What follows belongs to an exercise in optimizing a design on an open flow for a short achievable clock period and few clock cycles; a production flow would make more cautious choices. Where RTL was checked, it was by simulation tests only, not by an equivalence proof against the original. Power and IR drop assume default switching activity.

==> run a: inputs <==
Design sxp, start of the top module:
module sxp
(
  input  wire                 clk,
  input  wire                 reset_b,
  input  wire sxp_pkg::inst_t mem_inst,   
  output sxp_pkg::data_t      mem_pc,     
  output logic                spw_we,     
  output sxp_pkg::data_t      spw_addr,
  output sxp_pkg::data_t      spw_data
);
Settings: LEC_CHECK=0, ABC_CLOCK_PERIOD_IN_PS=3000, CAP_MARGIN=50, CORE_MARGIN=2, CORE_UTILIZATION=40, SETUP_SLACK_MARGIN=3.5, SLEW_MARGIN=75, TNS_END_PERCENT=20; clock period 7.0 ns.
run.sh (not shown) runs the stock make flow with config.mk's settings and CLKGATE_MAP_FILE= SYNTH_SCRIPT=/design/flow/synth_recipe.tcl, a recipe that flattens the netlist after the stock synthesis.
==> run b (differences from run a) <==
--- a/flow/design.v
+++ b/flow/design.v
@@ -34,72 +34,131 @@
 module sxp_alu
 (
   input  wire [7:0]             op1h,    
   input  wire                   res,     
   input  wire [3:0]             flg1h,   
   input  wire sxp_pkg::data_t   a,
   input  wire sxp_pkg::data_t   b,
+  input  wire [4:0]             shl_n,   
+  input  wire [4:0]             shr_n,
   input  wire sxp_pkg::data_t   k,
   output sxp_pkg::data_t        v,
   output logic                  eq
 );
   localparam int MSB = 32 - 1;
-  logic [32:0] sum;
-  logic [32:0] diff;
+  sxp_pkg::data_t       pa;      
+  sxp_pkg::data_t       ga;
+  logic [32:0] ca;
+  sxp_pkg::data_t       ps;      
+  sxp_pkg::data_t       gs;
+  logic [32:0] cs;
+  sxp_pkg::data_t       sum;
+  sxp_pkg::data_t       diff;
+  logic                 y31_rest;
+  logic                 v0_rest;
+  logic                 fa0;
+  logic                 fa1;
+  logic                 fs0;
+  logic                 fs1;
   sxp_pkg::data_t       shl;
   sxp_pkg::data_t       shr;
   sxp_pkg::data_t       y;
   sxp_pkg::data_t       bn;
   sxp_pkg::data_t       ta;
   sxp_pkg::data_t       ts;
   sxp_pkg::data_t       m;
   logic                 z;
-  logic                 n;
-  logic                 c;
-  logic                 ovf;
-  assign sum  = {1'b0, a} + {1'b0, b};
-  assign diff = {1'b0, a} - {1'b0, b};
-  assign shl  = a << b[4:0];
-  assign shr  = a >> b[4:0];
-  assign y = ({32{op1h[ALU_ADD]}}   & sum[MSB:0])  |
-             ({32{op1h[ALU_SUB]}}   & diff[MSB:0]) |
-             ({32{op1h[ALU_AND]}}   & (a & b))     |
-             ({32{op1h[ALU_OR]}}    & (a | b))     |
-             ({32{op1h[ALU_XOR]}}   & (a ^ b))     |
-             ({32{op1h[ALU_SHL]}}   & shl)         |
-             ({32{op1h[ALU_SHR]}}   & shr)         |
-             ({32{op1h[ALU_PASSB]}} & b);
+  assign bn = ~b;
+  assign pa = a ^ b;
+  assign ga = a & b;
+  assign ps = a ^ bn;
+  assign gs = a & bn;
+  sxp_carry i_ca (.p(pa), .g(ga), .cin(1'b0), .c(ca));
+  sxp_carry i_cs (.p(ps), .g(gs), .cin(1'b1), .c(cs));
+  assign sum  = pa ^ ca[MSB:0];
+  assign diff = ps ^ cs[MSB:0];
+  assign shl  = a << shl_n;
+  assign shr  = a >> shr_n;
+  assign y[MSB-1:0] = ({(32-1){op1h[ALU_ADD]}}   & sum[MSB-1:0])  |
+                      ({(32-1){op1h[ALU_SUB]}}   & diff[MSB-1:0]) |
+                      ({(32-1){op1h[ALU_AND]}}   & ga[MSB-1:0])   |
+                      ({(32-1){op1h[ALU_OR]}}    & (a[MSB-1:0] | b[MSB-1:0])) |
+                      ({(32-1){op1h[ALU_XOR]}}   & pa[MSB-1:0])   |
+                      ({(32-1){op1h[ALU_SHL]}}   & shl[MSB-1:0])  |
+                      ({(32-1){op1h[ALU_SHR]}}   & shr[MSB-1:0])  |
+                      ({(32-1){op1h[ALU_PASSB]}} & b[MSB-1:0]);
+  assign y31_rest = (op1h[ALU_AND] & ga[MSB]) | (op1h[ALU_OR] & (a[MSB] | b[MSB])) |
+                    (op1h[ALU_XOR] & pa[MSB]) | (op1h[ALU_SHL] & shl[MSB]) |
+                    (op1h[ALU_SHR] & shr[MSB]) | (op1h[ALU_PASSB] & b[MSB]);
+  assign y[MSB] = y31_rest |
+                  (op1h[ALU_ADD] & (ca[MSB] ? ~pa[MSB] : pa[MSB])) |
+                  (op1h[ALU_SUB] & (cs[MSB] ? ~ps[MSB] : ps[MSB]));
   assign z = (op1h[ALU_ADD]   & ((a ^ b) == {(a[MSB-1:0] | b[MSB-1:0]), 1'b0})) |
              (op1h[ALU_SUB]   & (a == b))                                       |
              (op1h[ALU_AND]   & ((a & b) == '0))                                |
              (op1h[ALU_OR]    & ((a | b) == '0))                                |
              (op1h[ALU_XOR]   & (a == b))                                       |
              (op1h[ALU_SHL]   & (shl == '0))                                    |
              (op1h[ALU_SHR]   & (shr == '0))                                    |
              (op1h[ALU_PASSB] & (b == '0));
-  assign n   = y[MSB];
-  assign c   = (op1h[ALU_ADD] & sum[32]) | (op1h[ALU_SUB] & ~diff[32]);
-  assign ovf = (op1h[ALU_ADD] & (a[MSB] == b[MSB]) & (sum[MSB] != a[MSB])) |
-               (op1h[ALU_SUB] & (a[MSB] != b[MSB]) & (diff[MSB] != a[MSB]));
+  assign fa0 = (flg1h[1] & pa[MSB]) | (flg1h[3] & ga[MSB]) | (flg1h[2] & ga[MSB]);
+  assign fa1 = (flg1h[1] & ~pa[MSB]) | (flg1h[3] & (ga[MSB] | pa[MSB])) |
+               (flg1h[2] & ~(ga[MSB] | pa[MSB]));
+  assign fs0 = (flg1h[1] & ps[MSB]) | (flg1h[3] & gs[MSB]) | (flg1h[2] & gs[MSB]);
+  assign fs1 = (flg1h[1] & ~ps[MSB]) | (flg1h[3] & (gs[MSB] | ps[MSB])) |
+               (flg1h[2] & ~(gs[MSB] | ps[MSB]));
+  assign v0_rest = (res & y[0]) | (flg1h[0] & z) | (flg1h[1] & y31_rest);
   assign v[MSB:1] = {(32-1){res}} & y[MSB:1];
-  assign v[0]     = (res & y[0]) | (flg1h[0] & z) | (flg1h[1] & n) | (flg1h[2] & ovf) |
-                    (flg1h[3] & c);
-  assign bn = ~b;
+  assign v[0]     = v0_rest | (op1h[ALU_ADD] & (ca[MSB] ? fa1 : fa0)) |
+                    (op1h[ALU_SUB] & (cs[MSB] ? fs1 : fs0));
   assign ta = (a & b)  | ((a ^ b)  & ~k);
   assign ts = (a & bn) | ((a ^ bn) & ~k);
   assign m  = ({32{op1h[ALU_ADD]}}   & ~(a ^ b ^ k ^ {ta[MSB-1:0], 1'b0}))  |
               ({32{op1h[ALU_SUB]}}   & ~(a ^ bn ^ k ^ {ts[MSB-1:0], 1'b1})) |
               ({32{op1h[ALU_AND]}}   & ~((a & b) ^ k))                      |
               ({32{op1h[ALU_OR]}}    & ~((a | b) ^ k))                      |
               ({32{op1h[ALU_XOR]}}   & ~((a ^ b) ^ k))                      |
               ({32{op1h[ALU_PASSB]}} & ~(b ^ k));
   assign eq = res & (&m);
 endmodule
 `default_nettype wire
 `default_nettype none
+module sxp_carry
+(
+  input  wire [32-1:0] p,
+  input  wire [32-1:0] g,
+  input  wire                   cin,
+  output logic [32:0]  c
+);
+  localparam int W = 32;
+  localparam int L = $clog2(W);
+  logic [W-1:0] gg [0:L];
+  logic [W-1:0] pp [0:L];
+  always_comb
+  begin
+    gg[0]    = g;
+    pp[0]    = p;
+    gg[0][0] = g[0] | (p[0] & cin);
+    for (int l = 0; l < L; l++)
+      for (int i = 0; i < W; i++)
+        if (i >= (1 << l))
+        begin
+          gg[l+1][i] = gg[l][i] | (pp[l][i] & gg[l][i-(1<<l)]);
+          pp[l+1][i] = pp[l][i] & pp[l][i-(1<<l)];
+        end
+        else
+        begin
+          gg[l+1][i] = gg[l][i];
+          pp[l+1][i] = pp[l][i];
+        end
+  end
+  assign c = {gg[L], cin};
+endmodule
+`default_nettype wire
+`default_nettype none
 import sxp_pkg::*;
 module sxp_regf
 (
   input  wire                    clk,
   input  wire                    reset_b,
   input  wire sxp_pkg::rf_addr_t addra,
   input  wire sxp_pkg::rf_addr_t addrb,
@@ -151,14 +210,15 @@
   output sxp_pkg::data_t      pc_d,
   output sxp_pkg::data_t      pc1_d,
   output sxp_pkg::data_t      predn_d,       
   output logic                ptaken_d,
   output logic [N-1:0]        hit_d
 );
   sxp_pkg::data_t pc;
+  sxp_pkg::data_t pc_o;
   sxp_pkg::data_t pc1;
   sxp_pkg::data_t predn;
   sxp_pkg::data_t tgt;
   logic [N-1:0]   hit;
   logic [N-1:0]   bv;
   sxp_pkg::data_t btag [0:N-1];
   sxp_pkg::data_t btgt [0:N-1];
@@ -172,67 +232,75 @@
     for (int i = 0; i < N; i++)
     begin
       hit[i] = bv[i] & (btag[i] == pc);
       tgt    = tgt | (hit[i] ? btgt[i] : '0);
     end
   end
   assign predn  = (|hit) ? tgt : pc1;
-  assign mem_pc = pc;
+  assign mem_pc = pc_o;
   always_ff @(posedge clk or negedge reset_b)
   begin
     if (!reset_b)
     begin
       pc    <= '0;
+      pc_o  <= '0;
       vld_d <= 1'b0;
     end
     else
     begin
       pc    <= redir_v ? v : (redir_seq ? seq_pc : predn);
+      pc_o  <= ({32{redir_v}} & v) | ({32{~redir_v & redir_seq}} & seq_pc) |
+               ({32{~redir_v & ~redir_seq}} & predn);
       vld_d <= ~redirect;
     end
   end
   always_ff @(posedge clk)
   begin
     pc_d     <= pc;
     pc1_d    <= pc1;
     predn_d  <= predn;
     ptaken_d <= |hit;
     hit_d    <= hit;
   end
   assign ir_d = mem_inst;
   assign ra_d = mem_inst[27] ? mem_inst[19:16] : mem_inst[15:12];   
   assign rb_d = mem_inst[11:8];
-  logic [N-1:0] wsel;
+  logic [N-1:0]   wsel;
+  logic [N-1:0]   wr_2;     
+  logic [N-1:0]   clr_2;    
+  sxp_pkg::data_t upd_pc_2;
+  sxp_pkg::data_t upd_tgt_2;
   assign wsel = (|upd_hit) ? upd_hit : alloc;
   always_ff @(posedge clk or negedge reset_b)
   begin
     if (!reset_b)
     begin
       bv    <= '0;
       alloc <= {{(N-1){1'b0}}, 1'b1};
+      wr_2  <= '0;
+      clr_2 <= '0;
     end
-    else if (upd)
+    else
     begin
-      if (upd_taken)
-      begin
-        bv <= bv | wsel;
-        if (!(|upd_hit))
-          alloc <= {alloc[N-2:0], alloc[N-1]};
-      end
-      else
-        bv <= bv & ~upd_hit;
+      wr_2  <= (upd && upd_taken) ? wsel : '0;
+      clr_2 <= (upd && !upd_taken) ? upd_hit : '0;
+      if (upd && upd_taken && !(|upd_hit))
+        alloc <= {alloc[N-2:0], alloc[N-1]};
+      bv    <= (bv | wr_2) & ~clr_2;
     end
   end
   always_ff @(posedge clk)
   begin
+    upd_pc_2  <= upd_pc;
+    upd_tgt_2 <= upd_tgt;
     for (int i = 0; i < N; i++)
-      if (upd && upd_taken && wsel[i])
+      if (wr_2[i])
       begin
-        btag[i] <= upd_pc;
-        btgt[i] <= upd_tgt;
+        btag[i] <= upd_pc_2;
+        btgt[i] <= upd_tgt_2;
       end
   end
 endmodule
 `default_nettype wire
 `default_nettype none
 import sxp_pkg::*;
 module sxp_execute
@@ -285,14 +353,16 @@
   logic               res_e;
   logic [3:0]         flg1h_e;
   sxp_pkg::rf_addr_t  rd_e;
   logic               cond_e;
   logic               jz_e;
   sxp_pkg::data_t     a_e;
   sxp_pkg::data_t     b_e;
+  logic [4:0]         shl_e;        
+  logic [4:0]         shr_e;
   sxp_pkg::data_t     pc_e;
   sxp_pkg::data_t     pc1_e;
   sxp_pkg::data_t     predn_e;
   logic               ptaken_e;
   logic [N-1:0]       hit_e;
   sxp_pkg::data_t     v;
   logic               eq;
@@ -335,22 +405,26 @@
     res_e    <= ~flag_sel;
     flg1h_e  <= flg1h_d;
     rd_e     <= ir_d[19:16];
     cond_e   <= ir_d[0] & ~src_cfg[0];   
     jz_e     <= ir_d[1];
     a_e      <= fa ? v : (a_pc ? pc1_d : qra);
     b_e      <= fb ? v : (b_imm ? sxp_pkg::data_t'(ir_d[15:0]) : qrb);
+    shl_e    <= b_imm ? ir_d[4:0] : (fb ? v[4:0] : qrb[4:0]);
+    shr_e    <= ({5{fb}} & v[4:0]) | ({5{~fb & b_imm}} & ir_d[4:0]) |
+                ({5{~fb & ~b_imm}} & qrb[4:0]);
     pc_e     <= pc_d;
     pc1_e    <= pc1_d;
     predn_e  <= predn_d;
     ptaken_e <= ptaken_d;
     hit_e    <= hit_d;
   end
   sxp_alu i_alu (
-    .op1h(op1h_e), .res(res_e), .flg1h(flg1h_e), .a(a_e), .b(b_e), .k(predn_e),
+    .op1h(op1h_e), .res(res_e), .flg1h(flg1h_e), .a(a_e), .b(b_e), .shl_n(shl_e),
+    .shr_n(shr_e), .k(predn_e),
     .v(v), .eq(eq)
   );
   assign taken   = vld_e & live_e & (dest_e == DEST_JUMP) & (~cond_e | (b_e[0] ^ jz_e));
   assign wec     = vld_e & live_e & (dest_e == DEST_REG);
   assign addrc   = rd_e;
   assign wb_data = v;
   assign redir_v   = taken & ~eq;
- ABC_CLOCK_PERIOD_IN_PS: 3000 -> 1500
- SETUP_SLACK_MARGIN: 3.5 -> 3.8
==> run c (differences from run a) <==
--- a/flow/design.v
+++ b/flow/design.v
@@ -34,14 +34,16 @@
 module sxp_alu
 (
   input  wire [7:0]             op1h,    
   input  wire                   res,     
   input  wire [3:0]             flg1h,   
   input  wire sxp_pkg::data_t   a,
   input  wire sxp_pkg::data_t   b,
+  input  wire [4:0]             shl_n,   
+  input  wire [4:0]             shr_n,
   input  wire sxp_pkg::data_t   k,
   output sxp_pkg::data_t        v,
   output logic                  eq
 );
   localparam int MSB = 32 - 1;
   logic [32:0] sum;
   logic [32:0] diff;
@@ -54,16 +56,16 @@
   sxp_pkg::data_t       m;
   logic                 z;
   logic                 n;
   logic                 c;
   logic                 ovf;
   assign sum  = {1'b0, a} + {1'b0, b};
   assign diff = {1'b0, a} - {1'b0, b};
-  assign shl  = a << b[4:0];
-  assign shr  = a >> b[4:0];
+  assign shl  = a << shl_n;
+  assign shr  = a >> shr_n;
   assign y = ({32{op1h[ALU_ADD]}}   & sum[MSB:0])  |
              ({32{op1h[ALU_SUB]}}   & diff[MSB:0]) |
              ({32{op1h[ALU_AND]}}   & (a & b))     |
              ({32{op1h[ALU_OR]}}    & (a | b))     |
              ({32{op1h[ALU_XOR]}}   & (a ^ b))     |
              ({32{op1h[ALU_SHL]}}   & shl)         |
              ({32{op1h[ALU_SHR]}}   & shr)         |
@@ -285,14 +287,16 @@
   logic               res_e;
   logic [3:0]         flg1h_e;
   sxp_pkg::rf_addr_t  rd_e;
   logic               cond_e;
   logic               jz_e;
   sxp_pkg::data_t     a_e;
   sxp_pkg::data_t     b_e;
+  logic [4:0]         shl_e;        
+  logic [4:0]         shr_e;
   sxp_pkg::data_t     pc_e;
   sxp_pkg::data_t     pc1_e;
   sxp_pkg::data_t     predn_e;
   logic               ptaken_e;
   logic [N-1:0]       hit_e;
   sxp_pkg::data_t     v;
   logic               eq;
@@ -335,22 +339,26 @@
     res_e    <= ~flag_sel;
     flg1h_e  <= flg1h_d;
     rd_e     <= ir_d[19:16];
     cond_e   <= ir_d[0] & ~src_cfg[0];   
     jz_e     <= ir_d[1];
     a_e      <= fa ? v : (a_pc ? pc1_d : qra);
     b_e      <= fb ? v : (b_imm ? sxp_pkg::data_t'(ir_d[15:0]) : qrb);
+    shl_e    <= b_imm ? ir_d[4:0] : (fb ? v[4:0] : qrb[4:0]);
+    shr_e    <= ({5{fb}} & v[4:0]) | ({5{~fb & b_imm}} & ir_d[4:0]) |
+                ({5{~fb & ~b_imm}} & qrb[4:0]);
     pc_e     <= pc_d;
     pc1_e    <= pc1_d;
     predn_e  <= predn_d;
     ptaken_e <= ptaken_d;
     hit_e    <= hit_d;
   end
   sxp_alu i_alu (
-    .op1h(op1h_e), .res(res_e), .flg1h(flg1h_e), .a(a_e), .b(b_e), .k(predn_e),
+    .op1h(op1h_e), .res(res_e), .flg1h(flg1h_e), .a(a_e), .b(b_e), .shl_n(shl_e),
+    .shr_n(shr_e), .k(predn_e),
     .v(v), .eq(eq)
   );
   assign taken   = vld_e & live_e & (dest_e == DEST_JUMP) & (~cond_e | (b_e[0] ^ jz_e));
   assign wec     = vld_e & live_e & (dest_e == DEST_REG);
   assign addrc   = rd_e;
   assign wb_data = v;
   assign redir_v   = taken & ~eq;
- ABC_CLOCK_PERIOD_IN_PS: 3000 -> 1500
- SETUP_SLACK_MARGIN: 3.5 -> 3.8
==> qor summary <==
Die Outline Area: run c 184000 sq um; run a 183000 sq um; run b 190000 sq um
Ratio of cells with drive above 1 in the final layout: run c 0.302; run a 0.281; run b 0.282
Sum of routed wire length over all layers: run c 333000 um; run a 319000 um; run b 344000 um
Fin Clk Skew: run c 0.0522 ns; run a 0.0940 ns; run b 0.0804 ns
Number of antenna violations at the first check in global routing: run c 18; run a 20; run b 8
Result of the run: run c timing/DRC/antenna clean; run a timing/DRC/antenna clean; run b timing/DRC/antenna clean
Number of clock sinks: run c 1519; run a 1509; run b 1631
Tap Cells: run c 2355; run a 2355; run b 2480
Remaining max-slew budget at the tightest pin: run c 0.657; run a 0.696; run b 0.708
M1 WL: run c 124000 um; run a 123000 um; run b 126000 um
Post-synth cell types: run c 99; run a 103; run b 92
GRT met3 Usage: run c 0.0988; run a 0.0872; run b 0.0915
Internal power contribution: run c 18.8 mW; run a 18.4 mW; run b 19.4 mW
Reg clk slew, reported paths: run c 0.08 ns; run a 0.06 ns; run b 0.07 ns
Final net count: run c 7315; run a 7100; run b 7536
Pre-CTS setup slack: run c 2.27 ns; run a 2.16 ns; run b 1.79 ns
Post-CTS repair timing setup buffer count: run c 218; run a 106; run b 169
Clock buffer count in the final layout: run c 228; run a 216; run b 240
Yosys reg bits: run c 1519; run a 1509; run b 1631
End point of the worst hold path: run c i_execute.pc_w[8]$_DFF_P_; run a i_execute.pc1_e[5]$_DFF_P_; run b i_execute.pc_w[20]$_DFF_P_
Mean instance size in the synthesized netlist: run c 11.1 sq um; run a 11.2 sq um; run b 11.1 sq um
Netlist Area Pre-Place: run c 72200 sq um; run a 72000 sq um; run b 74400 sq um
CP Depth: run c 14; run a 21; run b 16
Worst R2R Start: run c i_execute.b_e[11]$_DFF_P_; run a i_execute.b_e[0]$_DFF_P_; run b i_execute.a_e[11]$_DFF_P_
Testbench counts of run c, summed over its fixed seeds: cycles 22,220.
Only the layout flow was run in run a and run b; the RTL was not checked for function there.

## afterwards: timing with drivers on the ports
Ports are ideal in the flow. The routed layouts listed here were re-timed in OpenROAD. Step 1 (the two cells are an assumption about what drives the block):
set clk [get_ports {clk}]
set_driving_cell -lib_cell sky130_fd_sc_hd__clkbuf_16 $clk
set_driving_cell -lib_cell sky130_fd_sc_hd__buf_2 [delete_from_list [all_inputs] $clk]
Step 2 moves the port delays by t, midway between the first and last clock arrival at a register: inputs arrive t later, outputs are due t later. That takes back most of the time a late clock gives input paths. Three values: ideal, step 1, step 2; two values: the first two.
run | t (ns) | setup WS [ns] | latest minus earliest clock arrival (ns)
run a | 0.925 | 2.846 / 2.846 / 2.280 | 0.104 / 0.104
run b | 0.931 | 3.063 / 3.063 / 2.536 | 0.086 / 0.086
run c | 0.915 | 3.146 / 3.146 / 2.631 | 0.056 / 0.057
After both steps setup and hold are still met in every run listed. The setup slack of run a, which loses most, moves by 0.000 ns with the drivers and by -0.566 ns with both steps.
